Source: an optimization exercise on an open RTL-to-GDS flow (aim: a short achievable clock period and few clock cycles). Production flows keep margins and buffers that such runs may drop. At most, simulation tests tie the RTL to the original design; equivalence was not proved. The RTL of run 1 was laid out without a check of its function. No activity file was given, so power comes from the tool's default toggle rates.

==> design.v <==
package core_pkg;
    typedef logic [31:0] word_t;
    typedef logic [4:0]  reg_addr_t;
    localparam word_t NOP_INSTR = 32'h0000_0013;
endpackage
module reg_file (
    input  logic        clk,
    input  logic        we_i,
    input  logic [4:0]  waddr_i,
    input  logic [31:0] wdata_i,
    input  logic [4:0]  raddr1_i,
    input  logic [4:0]  raddr2_i,
    output logic [31:0] rdata1_o,
    output logic [31:0] rdata2_o
);
    logic [31:0] regs [1:31];
    always_ff @(posedge clk) begin
        if (we_i && waddr_i != 5'd0) begin
            regs[waddr_i] <= wdata_i;
        end
    end
    assign rdata1_o = (raddr1_i == 5'd0) ? 32'd0 : regs[raddr1_i];
    assign rdata2_o = (raddr2_i == 5'd0) ? 32'd0 : regs[raddr2_i];
endmodule
module ayatsuki_core (
    input  logic        clk,
    input  logic        rst_i,
    input  logic [31:0] inst_i,
    output logic [31:0] inst_addr_o,
    output logic        dmem_we_o,
    output logic        dmem_re_o,
    output logic [31:0] dmem_addr_o,
    output logic [31:0] dmem_wdata_o,
    input  logic [31:0] dmem_rdata_i
);
    logic [31:0] pc_f;
    logic        i_v;         
    logic [31:0] i_pc;        
    logic        i_pred;      
    logic        btb_v   [0:7];
    logic [26:0] btb_tag [0:7];
    logic [30:0] btb_tgt [0:7];
    logic        e_rwe, e_load, e_store, e_jalr, e_isbr, e_pred, e_mp;
    logic        e_beq, e_bne, e_blt, e_bge;
    logic [4:0]  e_rd;
    logic [31:0] e_pc, e_tgt, e_alt, e_pass, e_imm_b, e_rs1v, e_rs2v;
    logic        e_f1m, e_f1w, e_f1r, e_f1d;    
    logic        e_fbm, e_fbw, e_fbr, e_fbd;    
    logic        e_f2m, e_f2w, e_f2r, e_f2d, e_f2i;  
    logic        e_add, e_sub, e_sll, e_slt, e_sltu, e_xor, e_srl, e_sra, e_or, e_and, e_pas;
    logic        m_we, m_re, m_rwe;
    logic [4:0]  m_rd;
    logic [31:0] m_addr, m_wdata, m_res;
    logic        w_rwe, w_load;
    logic [4:0]  w_rd;
    logic [31:0] w_res;
    logic        r_rwe;
    logic [4:0]  r_rd;
    logic [31:0] r_data;
    logic [31:0] wb_data;
    logic        ex_redirect;
    logic [31:0] ex_target;
    logic        d_refetch;
    logic [2:0]  fidx;
    logic        btb_hit;
    logic [31:0] btb_target;
    assign fidx       = pc_f[4:2];
    assign btb_hit    = btb_v[fidx] && (btb_tag[fidx] == pc_f[31:5]);
    assign btb_target = {btb_tgt[fidx], 1'b0};
    always_ff @(posedge clk) begin
        i_pc   <= pc_f;
        i_pred <= btb_hit;
        if (rst_i) begin
            pc_f <= 32'd0;
            i_v  <= 1'b0;
        end else if (ex_redirect) begin
            pc_f <= ex_target;
            i_v  <= 1'b0;
        end else if (d_refetch) begin
            pc_f <= i_pc;
            i_v  <= 1'b0;
        end else begin
            pc_f <= btb_hit ? btb_target : pc_f + 32'd4;
            i_v  <= 1'b1;
        end
    end
    assign inst_addr_o = pc_f;
    logic [6:0]  opc;
    logic [2:0]  f3;
    logic [4:0]  rd, rs1, rs2;
    logic        is_op, is_opimm, is_lui, is_auipc, is_load, is_store, is_br, is_jal, is_jalr;
    logic        use1, use2, rwe, alt;
    logic [31:0] imm_i, imm_s, imm_b, imm_u, imm_j;
    logic [31:0] rf1, rf2;
    logic [31:0] d_tgt, d_pc4, d_auipc;
    assign opc = inst_i[6:0];
    assign f3  = inst_i[14:12];
    assign rd  = inst_i[11:7];
    assign rs1 = inst_i[19:15];
    assign rs2 = inst_i[24:20];
    assign is_op    = (opc == 7'b0110011);
    assign is_opimm = (opc == 7'b0010011);
    assign is_lui   = (opc == 7'b0110111);
    assign is_auipc = (opc == 7'b0010111);
    assign is_load  = (opc == 7'b0000011) && (f3 == 3'b010);
    assign is_store = (opc == 7'b0100011) && (f3 == 3'b010);
    assign is_br    = (opc == 7'b1100011) && (f3[1] == 1'b0);
    assign is_jal   = (opc == 7'b1101111);
    assign is_jalr  = (opc == 7'b1100111);
    assign use1 = (is_op || is_opimm || is_load || is_store || is_br || is_jalr) && (rs1 != 5'd0);
    assign use2 = (is_op || is_store || is_br) && (rs2 != 5'd0);
    assign rwe  = (is_op || is_opimm || is_lui || is_auipc || is_load || is_jal || is_jalr)
                  && (rd != 5'd0);
    assign alt  = inst_i[30] && (is_op || f3 == 3'b101);
    assign imm_i = {{20{inst_i[31]}}, inst_i[31:20]};
    assign imm_s = {{20{inst_i[31]}}, inst_i[31:25], inst_i[11:7]};
    assign imm_b = {{19{inst_i[31]}}, inst_i[31], inst_i[7], inst_i[30:25], inst_i[11:8], 1'b0};
    assign imm_u = {inst_i[31:12], 12'd0};
    assign imm_j = {{11{inst_i[31]}}, inst_i[31], inst_i[19:12], inst_i[20], inst_i[30:21], 1'b0};
    assign d_tgt   = i_pc + (is_jal ? imm_j : imm_b);
    assign d_pc4   = i_pc + 32'd4;
    assign d_auipc = i_pc + imm_u;
    reg_file u_regs (
        .clk      (clk),
        .we_i     (w_rwe),
        .waddr_i  (w_rd),
        .wdata_i  (wb_data),
        .raddr1_i (rs1),
        .raddr2_i (rs2),
        .rdata1_o (rf1),
        .rdata2_o (rf2)
    );
    logic h1e, h1m, h1w, h2e, h2m, h2w;
    assign h1e = e_rwe && (e_rd == rs1);
    assign h1m = m_rwe && (m_rd == rs1);
    assign h1w = w_rwe && (w_rd == rs1);
    assign h2e = e_rwe && (e_rd == rs2);
    assign h2m = m_rwe && (m_rd == rs2);
    assign h2w = w_rwe && (w_rd == rs2);
    logic haz1, haz2;
    assign haz1 = use1 && ((h1e && e_load) || (!h1e && h1m && m_re));
    assign haz2 = use2 && ((h2e && e_load) || (!h2e && h2m && m_re && !is_store));
    assign d_refetch = i_v && (haz1 || haz2);
    logic d_go;
    assign d_go = i_v && !d_refetch && !ex_redirect && !rst_i;
    always_ff @(posedge clk) begin
        e_rwe   <= d_go && rwe;
        e_load  <= d_go && is_load;
        e_store <= d_go && is_store;
        e_jalr  <= d_go && is_jalr;
        e_isbr  <= d_go && is_br;
        e_pred  <= i_pred;
        e_mp    <= d_go && ((is_jal && !i_pred) || is_jalr || (!is_br && !is_jal && i_pred));
    end
    always_ff @(posedge clk) begin
        e_rd   <= rd;
        e_beq  <= (f3 == 3'b000);
        e_bne  <= (f3 == 3'b001);
        e_blt  <= (f3 == 3'b100);
        e_bge  <= (f3 == 3'b101);
        e_pc   <= i_pc;
        e_tgt  <= d_tgt;
        e_alt  <= i_pred ? d_pc4 : d_tgt;
        e_pass <= is_lui ? imm_u : (is_auipc ? d_auipc : d_pc4);
        e_imm_b <= is_op ? 32'd0 : (is_store ? imm_s : imm_i);
        e_rs1v <= rf1;
        e_rs2v <= rf2;
        e_f1m <= h1e;
        e_f1w <= !h1e && h1m;
        e_f1r <= !h1e && !h1m && h1w;
        e_f1d <= !h1e && !h1m && !h1w;
        e_f2m <= h2e;
        e_f2w <= !h2e && h2m && !m_re;
        e_f2i <= !h2e && h2m && m_re;
        e_f2r <= !h2e && !h2m && h2w;
        e_f2d <= !h2e && !h2m && !h2w;
        if (is_op) begin
            e_fbm <= h2e;
            e_fbw <= !h2e && h2m;
            e_fbr <= !h2e && !h2m && h2w;
            e_fbd <= !h2e && !h2m && !h2w;
        end else begin
            e_fbm <= 1'b0;
            e_fbw <= 1'b0;
            e_fbr <= 1'b0;
            e_fbd <= 1'b0;
        end
        e_add  <= (is_op || is_opimm) && f3 == 3'b000 && !alt;
        e_sub  <= (is_op || is_opimm) && f3 == 3'b000 && alt;
        e_sll  <= (is_op || is_opimm) && f3 == 3'b001;
        e_slt  <= (is_op || is_opimm) && f3 == 3'b010;
        e_sltu <= (is_op || is_opimm) && f3 == 3'b011;
        e_xor  <= (is_op || is_opimm) && f3 == 3'b100;
        e_srl  <= (is_op || is_opimm) && f3 == 3'b101 && !alt;
        e_sra  <= (is_op || is_opimm) && f3 == 3'b101 && alt;
        e_or   <= (is_op || is_opimm) && f3 == 3'b110;
        e_and  <= (is_op || is_opimm) && f3 == 3'b111;
        e_pas  <= is_lui || is_auipc || is_jal || is_jalr;
    end
    logic [31:0] a, b, s2, st_data;
    logic [31:0] sum, diff, res;
    logic        eq, lt, cond;
    assign a  = ({32{e_f1m}} & m_res) | ({32{e_f1w}} & w_res) | ({32{e_f1r}} & r_data)
              | ({32{e_f1d}} & e_rs1v);
    assign b  = ({32{e_fbm}} & m_res) | ({32{e_fbw}} & w_res) | ({32{e_fbr}} & r_data)
              | ({32{e_fbd}} & e_rs2v) | e_imm_b;
    assign s2 = ({32{e_f2m}} & m_res) | ({32{e_f2w}} & w_res) | ({32{e_f2r}} & r_data)
              | ({32{e_f2d}} & e_rs2v);
    assign st_data = s2 | ({32{e_f2i}} & dmem_rdata_i);
    logic [31:0] sra_r;
    assign sra_r = $signed(a) >>> b[4:0];
    assign sum  = a + b;
    assign diff = a - b;
    assign res = ({32{e_add}}  & sum)
               | ({32{e_sub}}  & diff)
               | ({32{e_sll}}  & (a << b[4:0]))
               | ({32{e_slt}}  & {31'd0, $signed(a) < $signed(b)})
               | ({32{e_sltu}} & {31'd0, a < b})
               | ({32{e_xor}}  & (a ^ b))
               | ({32{e_srl}}  & (a >> b[4:0]))
               | ({32{e_sra}}  & sra_r)
               | ({32{e_or}}   & (a | b))
               | ({32{e_and}}  & (a & b))
               | ({32{e_pas}}  & e_pass);
    assign eq   = (a == s2);
    assign lt   = ($signed(a) < $signed(s2));
    assign cond = (e_beq && eq) || (e_bne && !eq) || (e_blt && lt) || (e_bge && !lt);
    assign ex_redirect = e_mp || (e_isbr && (cond != e_pred));
    assign ex_target   = e_jalr ? {sum[31:1], 1'b0} : e_alt;
    always_ff @(posedge clk) begin
        if (rst_i) begin
            for (int k = 0; k < 8; k++) btb_v[k] <= 1'b0;
        end else if ((e_isbr && (cond != e_pred)) || (e_mp && !e_jalr && !e_pred)) begin
            btb_v[e_pc[4:2]] <= e_isbr ? cond : 1'b1;
        end
    end
    always_ff @(posedge clk) begin
        if ((e_isbr && (cond != e_pred)) || (e_mp && !e_jalr && !e_pred)) begin
            btb_tag[e_pc[4:2]] <= e_pc[31:5];
            btb_tgt[e_pc[4:2]] <= e_tgt[31:1];
        end
    end
    always_ff @(posedge clk) begin
        if (rst_i) begin
            m_we  <= 1'b0;
            m_re  <= 1'b0;
            m_rwe <= 1'b0;
        end else begin
            m_we  <= e_store;
            m_re  <= e_load;
            m_rwe <= e_rwe;
        end
        m_rd    <= e_rd;
        m_addr  <= sum;
        m_wdata <= st_data;
        m_res   <= res;
    end
    assign dmem_we_o    = m_we;
    assign dmem_re_o    = m_re;
    assign dmem_addr_o  = m_addr;
    assign dmem_wdata_o = m_wdata;
    always_ff @(posedge clk) begin
        if (rst_i) begin
            w_rwe <= 1'b0;
            r_rwe <= 1'b0;
        end else begin
            w_rwe <= m_rwe;
            r_rwe <= w_rwe;
        end
        w_load <= m_re;
        w_rd   <= m_rd;
        w_res  <= m_res;
        r_rd   <= w_rd;
        r_data <= wb_data;
    end
    assign wb_data = w_load ? dmem_rdata_i : w_res;
endmodule
module ayatsuki_top (
    input  logic        clk,
    input  logic        rst_i,
    input  logic [31:0] inst_i,
    output logic [31:0] inst_addr_o,
    output logic        dmem_we_o,
    output logic        dmem_re_o,
    output logic [31:0] dmem_addr_o,
    output logic [31:0] dmem_wdata_o,
    input  logic [31:0] dmem_rdata_i
);
    ayatsuki_core u_core (
        .clk          (clk),
        .rst_i        (rst_i),
        .inst_i       (inst_i),
        .inst_addr_o  (inst_addr_o),
        .dmem_we_o    (dmem_we_o),
        .dmem_re_o    (dmem_re_o),
        .dmem_addr_o  (dmem_addr_o),
        .dmem_wdata_o (dmem_wdata_o),
        .dmem_rdata_i (dmem_rdata_i)
    );
endmodule
==> flow/run.sh <==
#!/bin/bash
# The standard layout, with timing repair aimed at a shorter period than the clock's
# (the constraints stay the design's): repair works until the setup slack is MARGIN ns.
set -euo pipefail
MARGIN=$(cat flow/margin.txt)
bash standard.sh SETUP_SLACK_MARGIN=$MARGIN finish > make_finish.log 2>&1
==> flow/margin.txt <==
6.6
==> standard.sh <==
#!/bin/bash
# synth_recipe.tcl (not shown) runs the flow's synth.tcl, then flattens the netlist and writes it again
# the make line also repeats each setting of config.mk as NAME=value (left out here)
make -C /OpenROAD-flow-scripts/flow DESIGN_CONFIG=/design/flow/config.mk WORK_HOME=/design/flow/orfs CLKGATE_MAP_FILE= SYNTH_SCRIPT=/design/flow/synth_recipe.tcl "${@:-finish}"
==> config.mk <==
export PLATFORM = sky130hd
export DESIGN_NAME = ayatsuki_top
export DESIGN_NICKNAME = ayatsuki_top
export VERILOG_FILES = /design/flow/design.v
export SDC_FILE = /design/flow/constraint.sdc
export NUM_CORES = 4
export LEC_CHECK = 0
export ABC_CLOCK_PERIOD_IN_PS = 3000
export CAP_MARGIN = 20
export CORE_MARGIN = 2
export CORE_UTILIZATION = 40
export PLACE_DENSITY = 0.6
export SLEW_MARGIN = 20
==> constraint.sdc <==
create_clock -name core_clock -period 10.0 [get_ports {clk}]
set_input_delay 2.0000 -clock core_clock [delete_from_list [all_inputs] [get_ports {clk}]]
set_output_delay 2.0000 -clock core_clock [all_outputs]
set_load 0.01 [all_outputs]
==> key figures, run 1 <==
Finish
  • Area of the multi-input gates: 40800 um2
  • Nets@finish: 7137
  • FILL cells: 18500
  • Commonest non-fill, non-tap cell in the layout: edfxtp_1
  • Non-Filler Instances: 10100
  • Most frequent cells in the layout: edfxtp_1 (1464), mux4_2 (694), dfxtp_1 (427)
  • Post-layout util: 51.2%
  • Reg area: 53800 um2
  • Synth-to-Final Area Change: 27.5%
  • Layout cells sized above 1: 36.8%

Setup path
  • Slowest cell on crit path: a311o_1
  • CP max FO: 5
  • Worst setup SP type: primary input
  • Crit. End Element: register
  • Worst path bufs/invs: 4
  • Reg2reg setup slack: 5.34 ns
  • Slowest stage delay, CP: 0.34 ns
  • Kind of cell adding the most delay to the critical path: compound AO/OA/AOI/OAI gates
  • Crit Path Class: primary input to register
  • Arr. time, crit path: 5.44 ns
  • Required @ worst endpoint: 10.72 ns
  • Crit-path most repeated cell: buf_4
  • CP cell instances: buf_16, nor2b_4, nand3_4, nor2_4, buf_6, buf_4, buf_4, a21o_1, ha_1, nor2_2, nand3b_1, nor2_1, a311o_1, o22a_2, a31oi_4, a21boi_2, o22a_1, xor2_2, mux2_2

Timing
  • Worst slew pin tran: 1.17 ns
  • Crit share post-route: 47.2%
  • Hold Violations, Final: 0
  • Min cycle time layout: 4.72 ns
  • Unrepaired setup endpoints after global routing: yes
  • Slew HR: 20.9%
  • Clk_skew: 0.0890 ns
  • Setup violators final: 0
  • Max Clk Rate: 212 MHz
  • Final Max Tran Viols: 0
  • Post-route setup TNS: 0 ns

Job
  • Max-cap violations: 0

Run status
  • Run status: finished clean

Detailed routing
  • Via/cell ratio: 6.46
  • Antenna-violating nets left: 0
  • First-pass DRT Iterations: 8
  • Remaining DRCs: 0
  • Drt wl/cell: 36.8 um
  • Via count: 65300
  • Final wirelength: 371 mm
  • DRT iter0 DRCs: 9612

CTS
  • Latest clock arrival within the worst-skew pair: 0.88 ns
  • CTS tree: yes
  • Root Buffer: clkbuf_16
  • Max clock buf depth: 3
  • Clock transition at path regs: 0.06 ns
  • CTS Hold Bufs: 0
  • CTS Buf Count: 199
  • Number of H-tree levels: 4
  • Clock sink count: 1946

Place
  • Dpl hpwl: 212 mm
  • Buffers on Ports: 163
  • Placed Cells: 9106
  • Placer Congestion: 0.979

Yosys
  • Netlist cell types: 91
  • Syn Inst Count: 6208
  • Mean Syn Cell Area: 14.9 um2
  • Post-Syn Area: 92300 um2
  • Sequential fraction of the synthesis area: 58.1%
  • Synth warnings: 2
  • Syn nets: 6458
  • Flops & latches, synth: 1946
  • Number of synthesized flops with an enable pin: 1464
  • Synth Flop Type: edfxtp_1
  • Async S/R FF share, synth: 0%

Global routing
  • Total global routing overflow: 0
  • Vias in the first global route: 63000
  • Initial antenna violation count: 27
  • Pin count of the biggest net entering global routing: 117
  • First-pass GRT wire length: 505 mm
  • GRT Resource Usage Total: 30.7%

Hold path
  • Type of the most critical hold path: register to register

Power and ir drop
  • Static Leakage: 42.0 nW
  • PnR Total Power: 20.0 mW
  • Worst vdd ir: 0.138 mV
  • P per Cell Area: 170 nW/um2

Floorplan
  • Die X: 484 um
  • Die area: 235000 um2
  • Initial core utilization: 40.2%
  • Chip height: 484 um
  • Core Rows: 176
  • I/O pin count: 164
  • Area of the core: 230000 um2
## repair_timing
item                        CTS  global route
cloned                      111            15
buffers inserted            387            93
pin swaps                   212           150
gates resized for setup    1394           247
setup endpoints to repair   844           701
## per-layer routing
metal	share of wire, %	vias to the layer above	global-route usage, %
met5	0.024	-	0
met2	46	4255	48.2
li1	-	26200	-
met1	37	33800	39.3
met3	10	1042	6.35
met4	7.4	12	18.3
## metrics by stage
stage | setup WS [ns] | cell area (um2) | hold WS, ns
6_report | 5.28 | 118000 | 0.375
2_1_floorplan | 4.73 | 94400 | 0.329
3_5_place_dp | 3.11 | 98100 | 0.359
4_1_cts | 5.34 | 115000 | 0.350
5_1_grt | 5.17 | 118000 | 0.367
3_3_place_gp | 3.15 | 98100 | 0.356
## logic make-up after synthesis
family                   share of synthesized area, %
multiplexers                                     21.3
adder cells (fa/ha/maj)                          2.53
XOR/XNOR                                         1.77
AO/OA/AOI/OAI                                    8.32
AND/OR/NAND/NOR                                  5.60
flip-flops                                       58.1
buffers and inverters                            2.42
## report_power, final
| part | internal (mW) | switching [mW] |
|---|---|---|
| Sequential | 8.85 | 0.172 |
| Combinational | 1.37 | 1.91 |
| Clock | 4.33 | 3.35 |
## sequential cells by signal, summed over array words and instances (netlist names), 8 cells and up
register	count
u_core.i_pc	32
u_core.e_pass	32
u_core.e_rs2v	32
u_core.e_tgt	31
u_core.e_rs1v	32
u_core.pc_f	32
u_core.e_alt	31
u_core.btb_tag	216
u_core.r_data	32
u_core.m_wdata	32
u_core.m_addr	32
u_core.w_res	32
u_core.e_imm_b	12
u_core.btb_v	8
u_core.m_res	32
u_core.btb_tgt	248
u_core.u_regs.regs	992
u_core.e_pc	31
## worst reg2reg max path, stage by stage (launching register included)
cell and delay, ns:
dfxtp_4 0.41, buf_16 0.18, a22o_4 0.25, a221oi_4 0.28
inv_2 0.10, ha_1 0.31, nand4_1 0.11, nor2_1 0.20
nand4_1 0.29, mux2i_2 0.30, buf_4 0.16, nand2_4 0.05
nor3_4 0.24, nor3_4 0.08, or2_4 0.26, a221oi_4 0.32
buf_4 0.19, buf_6 0.09, and2_4 0.15, buf_12 0.15
buf_12 0.17, buf_16 0.16
## synthesized netlist by cell type, drive strengths merged, types with 75 or more instances
cell type	number	area share [%]
buf	130	0.65
a211oi	122	1.1
mux4	694	17
clkbuf	295	1.2
inv	140	0.57
edfxtp	1464	48
nor2	382	1.6
ha	180	2.4
a21oi	288	1.6
xnor2	115	1.1
nand2	362	1.5
o21ai	177	0.96
dfxtp	482	10
mux2i	330	3.6
nand3	75	0.41
## area by class of cell
cell class / instances / share of cell area (%)
Inverter: 141 / 0.477
Clock buffer: 292 / 4.87
Clock inverter: 86 / 0.868
Antenna cell: 14 / 0.0298
Tap cell: 3026 / 3.22
Timing Repair Buffer: 897 / 10.2
Sequential cell: 1946 / 45.7
Multi-Input combinational cell: 3702 / 34.7
## path summary, 6_finish.rpt
kind | start | endpoint | depth (start not counted)
worst max-delay path | inst_i[5] | u_core.e_alt[29] | 19
worst min-delay path | u_core.m_res[3] | u_core.w_res[3] | 0
worst min register to register | u_core.m_res[3] | u_core.w_res[3] | 0
worst max register to register | u_core.e_f1m | u_core.btb_tgt[5][2] | 21
==> inputs of run 2 (changes only) <==
--- a/design.v
+++ b/design.v
@@ -41,11 +41,13 @@
     logic [26:0] btb_tag [0:7];
     logic [30:0] btb_tgt [0:7];
-    logic        e_rwe, e_load, e_store, e_jalr, e_isbr, e_pred, e_mp;
+    logic        e_rwe_q, e_load_q, e_store_q, e_jalr_q, e_jal_q, e_isbr_q, e_pred, e_bhit, e_mp_q;
+    logic        e_kill;
+    logic        e_rwe, e_load, e_store, e_jalr, e_jal, e_isbr, e_mp;
     logic        e_beq, e_bne, e_blt, e_bge;
     logic [4:0]  e_rd;
-    logic [31:0] e_pc, e_tgt, e_alt, e_pass, e_imm_b, e_rs1v, e_rs2v;
-    logic        e_f1m, e_f1w, e_f1r, e_f1d;    
-    logic        e_fbm, e_fbw, e_fbr, e_fbd;    
-    logic        e_f2m, e_f2w, e_f2r, e_f2d, e_f2i;  
+    logic [31:0] e_pc, e_tgt, e_pc4, e_pass;
+    logic [31:0] e_a1, e_b1, e_s21;        
+    logic        e_f1m, e_fbm, e_f2m;      
+    logic        e_f2i;                    
     logic        e_add, e_sub, e_sll, e_slt, e_sltu, e_xor, e_srl, e_sra, e_or, e_and, e_pas;
     logic        m_we, m_re, m_rwe;
@@ -55,17 +57,22 @@
     logic [4:0]  w_rd;
     logic [31:0] w_res;
-    logic        r_rwe;
-    logic [4:0]  r_rd;
-    logic [31:0] r_data;
     logic [31:0] wb_data;
     logic        ex_redirect;
     logic [31:0] ex_target;
     logic        d_refetch;
-    logic [2:0]  fidx;
+    logic        d_early;     
+    logic        d_jfuse;     
+    logic [31:0] d_jtgt;
     logic        btb_hit;
     logic [31:0] btb_target;
-    assign fidx       = pc_f[4:2];
-    assign btb_hit    = btb_v[fidx] && (btb_tag[fidx] == pc_f[31:5]);
-    assign btb_target = {btb_tgt[fidx], 1'b0};
+    logic [7:0]  bhit;
+    always_comb begin
+        btb_target = 32'd0;
+        for (int k = 0; k < 8; k++) begin
+            bhit[k] = btb_v[k] && (pc_f[4:2] == k[2:0]) && (btb_tag[k] == pc_f[31:5]);
+            btb_target = btb_target | ({32{bhit[k]}} & {btb_tgt[k], 1'b0});
+        end
+    end
+    assign btb_hit = |bhit;
     always_ff @(posedge clk) begin
         i_pc   <= pc_f;
@@ -80,4 +87,7 @@
             pc_f <= i_pc;
             i_v  <= 1'b0;
+        end else if (d_early) begin
+            pc_f <= d_jfuse ? d_jtgt : d_tgt;
+            i_v  <= 1'b0;
         end else begin
             pc_f <= btb_hit ? btb_target : pc_f + 32'd4;
@@ -118,5 +128,8 @@
     assign imm_u = {inst_i[31:12], 12'd0};
     assign imm_j = {{11{inst_i[31]}}, inst_i[31], inst_i[19:12], inst_i[20], inst_i[30:21], 1'b0};
-    assign d_tgt   = i_pc + (is_jal ? imm_j : imm_b);
+    logic [31:0] d_tgt_j, d_tgt_b;
+    assign d_tgt_j = i_pc + imm_j;
+    assign d_tgt_b = i_pc + imm_b;
+    assign d_tgt   = is_jal ? d_tgt_j : d_tgt_b;
     assign d_pc4   = i_pc + 32'd4;
     assign d_auipc = i_pc + imm_u;
@@ -142,14 +155,22 @@
     assign haz2 = use2 && ((h2e && e_load) || (!h2e && h2m && m_re && !is_store));
     assign d_refetch = i_v && (haz1 || haz2);
+    logic d_ptaken;
+    assign d_ptaken = is_jal || (is_br && inst_i[31]);
+    assign d_jfuse  = is_jalr && h1e && e_pas && !i_pred;
+    assign d_jtgt   = (e_pass + imm_i) & 32'hFFFF_FFFE;
+    assign d_early  = i_v && !i_pred && (d_ptaken || d_jfuse) && !haz1 && !haz2;
     logic d_go;
-    assign d_go = i_v && !d_refetch && !ex_redirect && !rst_i;
+    assign d_go = i_v && !d_refetch && !rst_i;
     always_ff @(posedge clk) begin
-        e_rwe   <= d_go && rwe;
-        e_load  <= d_go && is_load;
-        e_store <= d_go && is_store;
-        e_jalr  <= d_go && is_jalr;
-        e_isbr  <= d_go && is_br;
-        e_pred  <= i_pred;
-        e_mp    <= d_go && ((is_jal && !i_pred) || is_jalr || (!is_br && !is_jal && i_pred));
+        e_kill  <= ex_redirect;
+        e_rwe_q   <= d_go && rwe;
+        e_load_q  <= d_go && is_load;
+        e_store_q <= d_go && is_store;
+        e_jalr_q  <= d_go && is_jalr;
+        e_isbr_q  <= d_go && is_br;
+        e_jal_q   <= d_go && is_jal;
+        e_bhit  <= i_pred;
+        e_pred  <= i_pred || d_ptaken || d_jfuse;
+        e_mp_q    <= d_go && ((is_jalr && !d_jfuse) || (!is_br && !is_jal && !is_jalr && i_pred));
     end
     always_ff @(posedge clk) begin
@@ -161,29 +182,13 @@
         e_pc   <= i_pc;
         e_tgt  <= d_tgt;
-        e_alt  <= i_pred ? d_pc4 : d_tgt;
+        e_pc4  <= d_pc4;
         e_pass <= is_lui ? imm_u : (is_auipc ? d_auipc : d_pc4);
-        e_imm_b <= is_op ? 32'd0 : (is_store ? imm_s : imm_i);
-        e_rs1v <= rf1;
-        e_rs2v <= rf2;
+        e_a1  <= h1m ? m_res : (h1w ? wb_data : rf1);
+        e_b1  <= !is_op ? (is_store ? imm_s : imm_i) : (h2m ? m_res : (h2w ? wb_data : rf2));
+        e_s21 <= h2m ? m_res : (h2w ? wb_data : rf2);
         e_f1m <= h1e;
-        e_f1w <= !h1e && h1m;
-        e_f1r <= !h1e && !h1m && h1w;
-        e_f1d <= !h1e && !h1m && !h1w;
+        e_fbm <= is_op && h2e;
         e_f2m <= h2e;
-        e_f2w <= !h2e && h2m && !m_re;
         e_f2i <= !h2e && h2m && m_re;
-        e_f2r <= !h2e && !h2m && h2w;
-        e_f2d <= !h2e && !h2m && !h2w;
-        if (is_op) begin
-            e_fbm <= h2e;
-            e_fbw <= !h2e && h2m;
-            e_fbr <= !h2e && !h2m && h2w;
-            e_fbd <= !h2e && !h2m && !h2w;
-        end else begin
-            e_fbm <= 1'b0;
-            e_fbw <= 1'b0;
-            e_fbr <= 1'b0;
-            e_fbd <= 1'b0;
-        end
         e_add  <= (is_op || is_opimm) && f3 == 3'b000 && !alt;
         e_sub  <= (is_op || is_opimm) && f3 == 3'b000 && alt;
@@ -198,14 +203,18 @@
         e_pas  <= is_lui || is_auipc || is_jal || is_jalr;
     end
+    assign e_rwe   = e_rwe_q   && !e_kill;
+    assign e_load  = e_load_q  && !e_kill;
+    assign e_store = e_store_q && !e_kill;
+    assign e_jalr  = e_jalr_q  && !e_kill;
+    assign e_jal   = e_jal_q   && !e_kill;
+    assign e_isbr  = e_isbr_q  && !e_kill;
+    assign e_mp    = e_mp_q    && !e_kill;
     logic [31:0] a, b, s2, st_data;
     logic [31:0] sum, diff, res;
     logic        eq, lt, cond;
-    assign a  = ({32{e_f1m}} & m_res) | ({32{e_f1w}} & w_res) | ({32{e_f1r}} & r_data)
-              | ({32{e_f1d}} & e_rs1v);
-    assign b  = ({32{e_fbm}} & m_res) | ({32{e_fbw}} & w_res) | ({32{e_fbr}} & r_data)
-              | ({32{e_fbd}} & e_rs2v) | e_imm_b;
-    assign s2 = ({32{e_f2m}} & m_res) | ({32{e_f2w}} & w_res) | ({32{e_f2r}} & r_data)
-              | ({32{e_f2d}} & e_rs2v);
-    assign st_data = s2 | ({32{e_f2i}} & dmem_rdata_i);
+    assign a  = e_f1m ? m_res : e_a1;
+    assign b  = e_fbm ? m_res : e_b1;
+    assign s2 = e_f2m ? m_res : e_s21;
+    assign st_data = e_f2i ? dmem_rdata_i : s2;
     logic [31:0] sra_r;
     assign sra_r = $signed(a) >>> b[4:0];
@@ -227,16 +236,27 @@
     assign cond = (e_beq && eq) || (e_bne && !eq) || (e_blt && lt) || (e_bge && !lt);
     assign ex_redirect = e_mp || (e_isbr && (cond != e_pred));
-    assign ex_target   = e_jalr ? {sum[31:1], 1'b0} : e_alt;
+    assign ex_target   = e_jalr ? {sum[31:1], 1'b0} : (e_pred ? e_pc4 : e_tgt);
+    logic        bu_we, bu_v;
+    logic [2:0]  bu_idx;
+    logic [26:0] bu_tag;
+    logic [30:0] bu_tgt;
+    always_ff @(posedge clk) begin
+        bu_we  <= !rst_i && ((e_isbr && (cond != e_bhit)) || (e_jal && !e_bhit));
+        bu_v   <= !e_isbr || cond;
+        bu_idx <= e_pc[4:2];
+        bu_tag <= e_pc[31:5];
+        bu_tgt <= e_tgt[31:1];
+    end
     always_ff @(posedge clk) begin
         if (rst_i) begin
             for (int k = 0; k < 8; k++) btb_v[k] <= 1'b0;
-        end else if ((e_isbr && (cond != e_pred)) || (e_mp && !e_jalr && !e_pred)) begin
-            btb_v[e_pc[4:2]] <= e_isbr ? cond : 1'b1;
+        end else if (bu_we) begin
+            btb_v[bu_idx] <= bu_v;
         end
     end
     always_ff @(posedge clk) begin
-        if ((e_isbr && (cond != e_pred)) || (e_mp && !e_jalr && !e_pred)) begin
-            btb_tag[e_pc[4:2]] <= e_pc[31:5];
-            btb_tgt[e_pc[4:2]] <= e_tgt[31:1];
+        if (bu_we) begin
+            btb_tag[bu_idx] <= bu_tag;
+            btb_tgt[bu_idx] <= bu_tgt;
         end
     end
@@ -263,14 +283,10 @@
         if (rst_i) begin
             w_rwe <= 1'b0;
-            r_rwe <= 1'b0;
         end else begin
             w_rwe <= m_rwe;
-            r_rwe <= w_rwe;
         end
         w_load <= m_re;
         w_rd   <= m_rd;
         w_res  <= m_res;
-        r_rd   <= w_rd;
-        r_data <= wb_data;
     end
     assign wb_data = w_load ? dmem_rdata_i : w_res;
==> run 2 against run 1 <==
  * Largest cell class unchanged
  * Highest routed layer unchanged
  * Final area rose by 4.4%
  * Clock skew is 0.025 ns higher
  * Critical endpoint is now u_core.pc_f[25]
  * Global-route usage increased by 0.88 points
==> key figures, run 2 <==
Hold path
  • Type of the most critical hold path: register to register
  • Hold path cells: 0

Global routing
  • Pin count of the biggest net entering global routing: 66
  • Total global routing overflow: 0
  • Initial antenna violation count: 28
  • Vias in the first global route: 67500
  • GRT Resource Usage Total: 31.6%
  • First-pass GRT wire length: 540 mm

Yosys
  • Syn Inst Count: 6938
  • Synth Flop Type: edfxtp_1
  • Flops & latches, synth: 1991
  • Netlist cell types: 105
  • Top cell type's share of synthesized area: 45.8%
  • Async S/R FF share, synth: 0%
  • Commonest cells post-synth: edfxtp_1 (1464), mux4_2 (560), nor2_1 (555)
  • Sequential fraction of the synthesis area: 56.8%
  • Number of synthesized flops with an enable pin: 1464
  • Post-synth top area cell: edfxtp_1
  • Synth warnings: 2
  • Most frequent cell after synthesis: edfxtp_1
  • Syn nets: 7224
  • Synth top area cells: edfxtp_1 (46%), mux4_2 (13%), dfxtp_1 (11%), mux2i_1 (3.5%), ha_1 (2.8%)
  • Post-Syn Area: 96000 um2
  • Mean Syn Cell Area: 13.8 um2

Job
  • Max-cap violations: 0

CTS
  • CTS Buf Count: 210
  • Clock sink count: 1991
  • Latest clock arrival within the worst-skew pair: 0.89 ns
  • Number of H-tree levels: 4
  • Max clock buf depth: 3
  • Root Buffer: clkbuf_16
  • CTS Hold Bufs: 0
  • Clock transition at path regs: 0.07 ns
  • CTS tree: yes

Place
  • Placed Cells: 9984
  • Worst slack, placed: 3.13 ns
  • Buffers on Ports: 163
  • DP Area: 103000 um2
  • Dpl hpwl: 231 mm
  • Placer Congestion: 0.971

Detailed routing
  • Drt wl/cell: 36.0 um
  • First-pass DRT Iterations: 6
  • Via count: 70100
  • DRT iter0 DRCs: 9894
  • Final wirelength: 396 mm
  • Antenna-violating nets left: 0
  • WL met2: 180 mm
  • Met3 wire length: 42.2 mm
  • Remaining DRCs: 0
  • Via/cell ratio: 6.37
  • DR top layer: met5
  • Routed met1 length: 149 mm

Timing
  • Crit share post-route: 45.6%
  • Min cycle time layout: 4.56 ns
  • Setup violators final: 0
  • Worst slew pin tran: 1.16 ns
  • Hold Violations, Final: 0
  • Final WS setup: 5.44 ns
  • Clk_skew: 0.114 ns
  • Post-route setup TNS: 0 ns
  • Unrepaired setup endpoints after global routing: yes
  • Slew HR: 20.1%
  • Final Max Tran Viols: 0
  • Max Clk Rate: 219 MHz

Floorplan
  • Chip height: 494 um
  • Die area: 244000 um2
  • Core Rows: 179
  • Initial core utilization: 40.3%
  • I/O pin count: 164
  • Die X: 494 um
  • Area of the core: 238000 um2

Setup path
  • Required @ worst endpoint: 10.81 ns
  • Reg2Reg Depth: 21
  • Arr. time, crit path: 5.38 ns
  • CP max FO: 4
  • Crit. End Element: register
  • Worst setup SP type: primary input
  • Crit Path Class: primary input to register

Finish
  • Layout cells sized above 1: 33.7%
  • Max reg flops: 992
  • Final Cell Area: 123000 um2
  • Nets@finish: 7924
  • Largest reg by FF count: u_core.u_regs.regs
  • Non-Filler Instances: 11000
  • Most frequent cells in the layout: edfxtp_1 (1464), mux4_2 (560), nor2_1 (479)
  • Commonest non-fill, non-tap cell in the layout: edfxtp_1
  • Synth-to-Final Area Change: 27.9%

Power and ir drop
  • Worst vdd ir: 0.187 mV
  • Static Leakage: 43.9 nW
  • P per Cell Area: 168 nW/um2

Run status
  • Run status: finished clean
run 2: cell types whose count changed after synthesis, moves of 57 or more:
cell | previous run | this run
xnor2_1 | 115 | 285
mux2_2 | 62 | 119
nand4_1 | 28 | 92
a221oi_1 | 59 | 124
nor2_1 | 382 | 555
buf_2 | 31 | 92
mux4_2 | 694 | 560
run 2: timing repair:
action                     4_1_cts  5_1_grt
cloned                         101       11
gates resized for setup       1400      291
setup buffers                  356      141
setup endpoints to repair      359      254
pin swaps                      197      246
run 2: area by class of cell:
class	instances	area, um2
Antenna cell	19	47.5
Clock buffer	267	5690
Clock inverter	125	1440
Fill cell	19700	115000
Inverter	175	747
Multi-Input combinational cell	4316	44300
Sequential cell	1991	54600
Tap cell	3167	3960
Timing Repair Buffer	944	12000
run 2: worst max-delay path, stage by stage:
cell	delay, ns
buf_6	0.07
and3_4	0.23
nand3_4	0.10
nor2_4	0.13
buf_12	0.13
buf_6	0.09
buf_6	0.08
mux2_4	0.30
ha_4	0.28
buf_6	0.10
nand2b_4	0.06
a21oi_4	0.17
o211ai_1	0.13
o21ai_2	0.29
buf_4	0.17
buf_6	0.12
o21ai_4	0.07
o21a_1	0.21
xnor2_2	0.17
nor2_1	0.07
nor4_2	0.26
o2bb2ai_1	0.14
run 2: per-stage QoR:
stage | hold slack, ns | total power [mW] | util [%]
after floorplan | 0.310 | 10.8 | -
after global placement | 0.311 | 11.8 | 43.1
after detailed placement | 0.312 | 11.8 | 43.1
after CTS | 0.315 | 20.3 | 50.3
after global routing | 0.331 | 21.1 | 51.5
final | 0.310 | 20.6 | 51.5
run 2: worst paths after layout:
| check | slack [ns] | from | end |
|---|---|---|---|
| worst max-delay path | 5.44 | inst_i[2] | u_core.pc_f[25] |
| worst min-delay path | 0.31 | u_core.e_pc[3] | u_core.bu_idx[1] |
| worst max register to register | 5.68 | u_core.e_f1m | u_core.pc_f[3] |
| worst min register to register | 0.31 | u_core.e_pc[3] | u_core.bu_idx[1] |
run 2: report_power, final:
group	leakage, nW	total [mW]	internal [mW]	switching (mW)
clock	3.42	8.05	4.55	3.50
combinational	22.3	3.35	1.41	1.94
sequential	18.2	9.22	9.05	0.174
run 2: kinds of logic (layout without fill, tap and decap cells):
family                     after synthesis  count (layout)  share of synthesized area (%)
AOI/OAI and AO/OA                     1252            1252                           8.86
xor gates and xnor gates               405             405                           3.69
adders and majority gates              220             220                           2.91
buffers and inverters                  632            1511                           2.75
DFF                                   1991            1991                           56.8
muxes                                 1015            1015                           18.0
other                                    0              19                              0
and+or+nand+nor                       1423            1424                           6.98
run 2: per-layer routing:
layer,vias up,track usage [%]
met3,1023,6.59
met1,35900,41.9
li1,28600,-
met2,4545,49.0
met4,10,16.3
met5,-,0
Testbench counts of run 2, summed over its fixed seeds: cycles 93,092.
==> inputs of run 3 (changes only) <==
--- a/design.v
+++ b/design.v
@@ -38,4 +38,7 @@
     logic [31:0] i_pc;        
     logic        i_pred;      
+    logic [31:13] i_h13p, i_h13m;
+    logic [31:21] i_h21p, i_h21m;
+    logic [31:12] i_h12p, i_h12m;
     logic        btb_v   [0:7];
     logic [26:0] btb_tag [0:7];
@@ -45,6 +48,8 @@
     logic        e_rwe, e_load, e_store, e_jalr, e_jal, e_isbr, e_mp;
     logic        e_beq, e_bne, e_blt, e_bge;
+    logic        e_req, e_rne, e_rlt, e_rge;    
     logic [4:0]  e_rd;
     logic [31:0] e_pc, e_tgt, e_pc4, e_pass;
+    logic [31:12] e_passp, e_passm;        
     logic [31:0] e_a1, e_b1, e_s21;        
     logic        e_f1m, e_fbm, e_f2m;      
@@ -61,6 +66,9 @@
     logic [31:0] ex_target;
     logic        d_refetch;
+    logic        sel_x, sel_tb, sel_tj, sel_r, sel_f;
+    logic [31:0] f_next, pc_next;
     logic        d_early;     
     logic        d_jfuse;     
+    logic [31:0] d_etgt;
     logic [31:0] d_jtgt;
     logic        btb_hit;
@@ -77,22 +85,25 @@
     always_ff @(posedge clk) begin
         i_pc   <= pc_f;
+        i_h13p <= pc_f[31:13] + 19'd1;
+        i_h13m <= pc_f[31:13] - 19'd1;
+        i_h21p <= pc_f[31:21] + 11'd1;
+        i_h21m <= pc_f[31:21] - 11'd1;
+        i_h12p <= pc_f[31:12] + 20'd1;
+        i_h12m <= pc_f[31:12] - 20'd1;
         i_pred <= btb_hit;
-        if (rst_i) begin
-            pc_f <= 32'd0;
-            i_v  <= 1'b0;
-        end else if (ex_redirect) begin
-            pc_f <= ex_target;
-            i_v  <= 1'b0;
-        end else if (d_refetch) begin
-            pc_f <= i_pc;
-            i_v  <= 1'b0;
-        end else if (d_early) begin
-            pc_f <= d_jfuse ? d_jtgt : d_tgt;
-            i_v  <= 1'b0;
-        end else begin
-            pc_f <= btb_hit ? btb_target : pc_f + 32'd4;
-            i_v  <= 1'b1;
-        end
+        i_v    <= !(rst_i || ex_redirect || d_refetch || d_early);
+        pc_f   <= pc_next;
     end
+    assign sel_x   = ex_redirect;
+    assign sel_tb  = !ex_redirect && !rst_i && d_early && !d_jfuse;
+    assign sel_tj  = !ex_redirect && !rst_i && d_early && d_jfuse;
+    assign sel_r   = !ex_redirect && !rst_i && d_refetch;
+    assign sel_f   = !ex_redirect && (rst_i || !(d_early || d_refetch));
+    assign f_next  = rst_i ? 32'd0 : (btb_hit ? btb_target : pc_f + 32'd4);
+    assign pc_next = ({32{sel_x}}  & ex_target)
+                   | ({32{sel_tb}} & d_etgt)
+                   | ({32{sel_tj}} & d_jtgt)
+                   | ({32{sel_r}}  & i_pc)
+                   | ({32{sel_f}}  & f_next);
     assign inst_addr_o = pc_f;
     logic [6:0]  opc;
@@ -128,8 +139,18 @@
     assign imm_u = {inst_i[31:12], 12'd0};
     assign imm_j = {{11{inst_i[31]}}, inst_i[31], inst_i[19:12], inst_i[20], inst_i[30:21], 1'b0};
-    logic [31:0] d_tgt_j, d_tgt_b;
-    assign d_tgt_j = i_pc + imm_j;
-    assign d_tgt_b = i_pc + imm_b;
-    assign d_tgt   = is_jal ? d_tgt_j : d_tgt_b;
+    logic [12:0] imm13;
+    logic [13:0] lo_e;
+    logic [21:0] lo_j;
+    logic [31:0] d_tgt_j;
+    logic        jal_short;
+    assign imm13     = inst_i[3] ? imm_j[12:0] : imm_b[12:0];
+    assign lo_e      = {1'b0, i_pc[12:0]} + {1'b0, imm13};
+    assign d_etgt    = {(lo_e[13] && !inst_i[31]) ? i_h13p :
+                        (!lo_e[13] && inst_i[31]) ? i_h13m : i_pc[31:13], lo_e[12:0]};
+    assign lo_j      = {1'b0, i_pc[20:0]} + {1'b0, imm_j[20:0]};
+    assign d_tgt_j   = {(lo_j[21] && !inst_i[31]) ? i_h21p :
+                        (!lo_j[21] && inst_i[31]) ? i_h21m : i_pc[31:21], lo_j[20:0]};
+    assign d_tgt     = is_jal ? d_tgt_j : d_etgt;
+    assign jal_short = (inst_i[19:12] == {8{inst_i[31]}});
     assign d_pc4   = i_pc + 32'd4;
     assign d_auipc = i_pc + imm_u;
@@ -156,7 +177,12 @@
     assign d_refetch = i_v && (haz1 || haz2);
     logic d_ptaken;
-    assign d_ptaken = is_jal || (is_br && inst_i[31]);
+    assign d_ptaken = (is_jal && jal_short) || (is_br && inst_i[31]);
     assign d_jfuse  = is_jalr && h1e && e_pas && !i_pred;
-    assign d_jtgt   = (e_pass + imm_i) & 32'hFFFF_FFFE;
+    logic [12:0] lo_r;
+    assign lo_r     = {1'b0, e_pass[11:0]} + {1'b0, imm_i[11:0]};
+    assign d_jtgt   = {(lo_r[12] && !inst_i[31]) ? e_passp :
+                       (!lo_r[12] && inst_i[31]) ? e_passm : e_pass[31:12], lo_r[11:1], 1'b0};
+    logic d_pred;
+    assign d_pred   = i_pred || d_ptaken || d_jfuse;
     assign d_early  = i_v && !i_pred && (d_ptaken || d_jfuse) && !haz1 && !haz2;
     logic d_go;
@@ -171,6 +197,11 @@
         e_jal_q   <= d_go && is_jal;
         e_bhit  <= i_pred;
-        e_pred  <= i_pred || d_ptaken || d_jfuse;
-        e_mp_q    <= d_go && ((is_jalr && !d_jfuse) || (!is_br && !is_jal && !is_jalr && i_pred));
+        e_pred  <= d_pred;
+        e_mp_q    <= d_go && ((is_jalr && !d_jfuse) || (is_jal && !jal_short && !i_pred)
+                              || (!is_br && !is_jal && !is_jalr && i_pred));
+        e_req     <= d_go && is_br && (f3 == (d_pred ? 3'b001 : 3'b000));
+        e_rne     <= d_go && is_br && (f3 == (d_pred ? 3'b000 : 3'b001));
+        e_rlt     <= d_go && is_br && (f3 == (d_pred ? 3'b101 : 3'b100));
+        e_rge     <= d_go && is_br && (f3 == (d_pred ? 3'b100 : 3'b101));
     end
     always_ff @(posedge clk) begin
@@ -184,4 +215,8 @@
         e_pc4  <= d_pc4;
         e_pass <= is_lui ? imm_u : (is_auipc ? d_auipc : d_pc4);
+        e_passp <= is_lui ? imm_u[31:12] + 20'd1 :
+                   (is_auipc ? i_h12p + imm_u[31:12] : d_pc4[31:12] + 20'd1);
+        e_passm <= is_lui ? imm_u[31:12] - 20'd1 :
+                   (is_auipc ? i_h12m + imm_u[31:12] : d_pc4[31:12] - 20'd1);
         e_a1  <= h1m ? m_res : (h1w ? wb_data : rf1);
         e_b1  <= !is_op ? (is_store ? imm_s : imm_i) : (h2m ? m_res : (h2w ? wb_data : rf2));
@@ -235,5 +270,6 @@
     assign lt   = ($signed(a) < $signed(s2));
     assign cond = (e_beq && eq) || (e_bne && !eq) || (e_blt && lt) || (e_bge && !lt);
-    assign ex_redirect = e_mp || (e_isbr && (cond != e_pred));
+    assign ex_redirect = !e_kill && (e_mp_q || (e_req && eq) || (e_rne && !eq) || (e_rlt && lt)
+                                     || (e_rge && !lt));
     assign ex_target   = e_jalr ? {sum[31:1], 1'b0} : (e_pred ? e_pc4 : e_tgt);
     logic        bu_we, bu_v;
==> flow/margin.txt (replaced) <==
5.8
==> run 3 against run 2 <==
  * Synthesized cell count grew 15%
  * Clock power rose by 8.8%
  * Cell count increased by 7.7%
  * Sequential cell count up 140
  * Via count increased by 7.0%
  * Synthesized area is 7.8% higher
  * Largest power group unchanged
  * Highest routed layer unchanged
==> key figures, run 3 <==
Run status
  • Run status: finished clean

Yosys
  • Most frequent cell after synthesis: edfxtp_1
  • Synth Flop Type: edfxtp_1
  • Post-synth top area cell: edfxtp_1
  • Post-Syn Area: 104000 um2
  • Synth top area cells: edfxtp_1 (42%), dfxtp_1 (13%), mux4_2 (11%), mux2i_1 (3.7%), ha_1 (2.9%)
  • Async S/R FF share, synth: 0%
  • Syn Inst Count: 7998
  • Synth warnings: 2
  • Commonest cells post-synth: edfxtp_1 (1464), dfxtp_1 (667), mux4_2 (525)
  • Syn nets: 8309
  • Netlist cell types: 108
  • Number of synthesized flops with an enable pin: 1464
  • Flops & latches, synth: 2131
  • Top cell type's share of synthesized area: 42.5%
  • Sequential fraction of the synthesis area: 55.3%
  • Mean Syn Cell Area: 12.9 um2

Place
  • DP Area: 110000 um2
  • Buffers on Ports: 163
  • Dpl hpwl: 275 mm
  • Placed Cells: 11200
  • Placer Congestion: 0.991

CTS
  • Max clock buf depth: 3
  • Number of H-tree levels: 4
  • Clock transition at path regs: 0.07 ns
  • CTS Hold Bufs: 0
  • CTS Buf Count: 223
  • CTS tree: yes
  • Clock sink count: 2131
  • Root Buffer: clkbuf_16
  • Latest clock arrival within the worst-skew pair: 0.95 ns

Timing
  • Worst slew pin tran: 1.16 ns
  • Slew HR: 22.6%
  • Final Max Tran Viols: 0
  • Clk_skew: 0.116 ns
  • Min cycle time layout: 4.29 ns
  • Crit share post-route: 42.9%
  • Hold Violations, Final: 0
  • Setup violators final: 0
  • Max Clk Rate: 233 MHz
  • Post-route setup TNS: 0 ns
  • Unrepaired setup endpoints after global routing: yes

Detailed routing
  • Remaining DRCs: 0
  • Antenna-violating nets left: 0
  • DRT iter0 DRCs: 10400
  • First-pass DRT Iterations: 8
  • Drt wl/cell: 35.3 um
  • Via/cell ratio: 6.32
  • Final wirelength: 418 mm
  • Via count: 75000

Global routing
  • First-pass GRT wire length: 574 mm
  • Total global routing overflow: 0
  • Initial antenna violation count: 37
  • GRT Resource Usage Total: 30.9%
  • Vias in the first global route: 71800
  • Pin count of the biggest net entering global routing: 90

Job
  • Max-cap violations: 0

Floorplan
  • I/O pin count: 164
  • Initial core utilization: 40.3%
  • Core Rows: 186
  • Area of the core: 257000 um2
  • Die X: 513 um
  • Chip height: 513 um
  • Die area: 263000 um2

Finish
  • Final Cell Area: 122000 um2
  • Layout cells sized above 1: 22.3%
  • Max reg flops: 992
  • Non-Filler Instances: 11900
  • Synth-to-Final Area Change: 18.3%
  • Most frequent cells in the layout: edfxtp_1 (1464), dfxtp_1 (638), mux4_2 (525)
  • Nets@finish: 8566
  • Commonest non-fill, non-tap cell in the layout: edfxtp_1
  • Largest reg by FF count: u_core.u_regs.regs

Setup path
  • Worst setup SP type: primary input
  • Arr. time, crit path: 5.05 ns
  • Crit Path Class: primary input to register
  • Crit. End Element: register
  • Required @ worst endpoint: 10.75 ns
  • CP max FO: 30

Hold path
  • Type of the most critical hold path: register to register

Power and ir drop
  • P per Cell Area: 232 nW/um2
  • Worst vdd ir: 0.182 mV
  • Static Leakage: 42.0 nW
run 3: changes by cell type after synthesis, moves of 35 or more:
cell / delta
mux2i_1: +45
nor2_1: -45
clkbuf_1: +63
a221oi_1: -51
a211oi_1: +55
nor3_1: +58
nand2_1: +145
a21oi_1: +137
o21ai_0: +180
xor2_1: +134
dfxtp_1: +140
mux4_2: -35
run 3: repair_timing:
action,in CTS,in global routing
gates cloned,23,7
pin swaps,62,73
hold endpoints to repair,0,0
setup buffers,110,59
gates resized for setup,455,221
setup endpoints to repair,246,107
run 3: power by group:
| group | total (mW) | leakage [nW] | internal [mW] | switching [mW] |
|---|---|---|---|---|
| Combinational | 7.83 | 19.8 | 3.05 | 4.78 |
| Clock | 8.76 | 3.76 | 4.95 | 3.81 |
| Sequential | 11.8 | 18.5 | 10.6 | 1.22 |
| Total | 28.4 | 42.0 | 18.6 | 9.81 |
run 3: cells by family after synthesis:
kind of cell             synth area share (%)
flip-flops                               55.3
AND/OR/NAND/NOR                          7.80
AO/OA/AOI/OAI                            10.0
multiplexers                             16.1
buffers and inverters                    2.89
XOR/XNOR                                 4.84
adder cells (fa/ha/maj)                  3.02
run 3: metrics by stage:
step / util (%) / hold WS (ns) / setup WS (ns) / total power, mW
after global placement: 42.7 / 0.310 / 3.37 / 18.6
final: 47.6 / 0.284 / 5.71 / 28.4
after global routing: 47.6 / 0.279 / 5.66 / 29.2
after CTS: 47.0 / 0.280 / 5.72 / 27.9
after floorplan: - / 0.310 / 4.78 / 15.5
after detailed placement: 42.7 / 0.312 / 3.54 / 18.6
run 3: cell type report:
class	instances	area [um2]
clock buffers	275	5960
well taps	3384	4230
repair buffers	568	6230
fillers	22400	135000
multi-input cells	5121	46000
clock inverters	146	1780
diodes	19	47.5
flip-flops and latches	2131	57400
inverters	210	831
run 3: per-layer routing:
metal  up-vias  share of wire (%)  wire length [um]  track usage [%]
li1      31200                  -                 -                -
met1     38300                 39            164000             41.3
met2      4560                 45            187000             47.2
met3       897                9.6             40300             6.24
met4        10                6.4             26600             17.1
met5         -              0.014                60                0
run 3: final timing paths:
kind	depth (start not counted)	slack [ns]	to	start
worst max-delay path	15	5.71	u_core.pc_f[25]	inst_i[23]
worst max register to register	17	5.73	u_core.pc_f[25]	u_core.e_f1m
worst min-delay path	0	0.28	u_core.bu_tag[10]	u_core.e_pc[15]
worst min register to register	0	0.28	u_core.bu_tag[10]	u_core.e_pc[15]
run 3: critical path, cell delays in order:
cell and delay (ns):
buf_8 0.17, mux2_2 0.38, ha_1 0.32, a21o_1 0.20, a32o_2 0.25, o41ai_4 0.34, o21a_2 0.24, buf_12 0.12
xnor2_4 0.09, buf_8 0.19, nor2_2 0.09, a211oi_2 0.06, nand2_1 0.09, a21oi_1 0.06, or3_1 0.32
Testbench counts of run 3, summed over its fixed seeds: cycles 93,092.

[separate check: timing with driven ports]
How much do the figures lean on ideal ports? The routed layouts below were timed once more, with nothing changed but the port constraints.
Step 1 sets driving cells, clkbuf_16 on the clock port and buf_2 on the other inputs (assumed; they add their load-dependent delay and slew).
Step 2 adds t to the input delays and takes it off the output delays; t is the mean of the earliest and latest rising clock arrival at the registers after step 1. Input paths then give back, and output paths get back, about the clock's delay inside the block.
a / b / c = ideal ports / drivers / drivers and shift; a / b = the first two.
| run | shift t [ns] | slack for setup (ns) | latest minus earliest clock arrival (ns) | worst slew at a driven data input, ns | pins driven straight from the clock port |
|---|---|---|---|---|---|
| run 1 | 0.943 | 5.282 / 5.098 / 4.155 | 0.096 / 0.096 | 0.43 | 1 |
| run 2 | 0.939 | 5.436 / 5.388 / 4.449 | 0.140 / 0.140 | 0.67 | 1 |
| run 3 | 0.986 | 5.708 / 5.558 / 4.572 | 0.120 / 0.120 | 0.36 | 1 |
After both steps setup and hold are still met in every run listed. The setup slack of run 3, which loses most, moves by -0.150 ns with the drivers and by -1.136 ns with both steps.
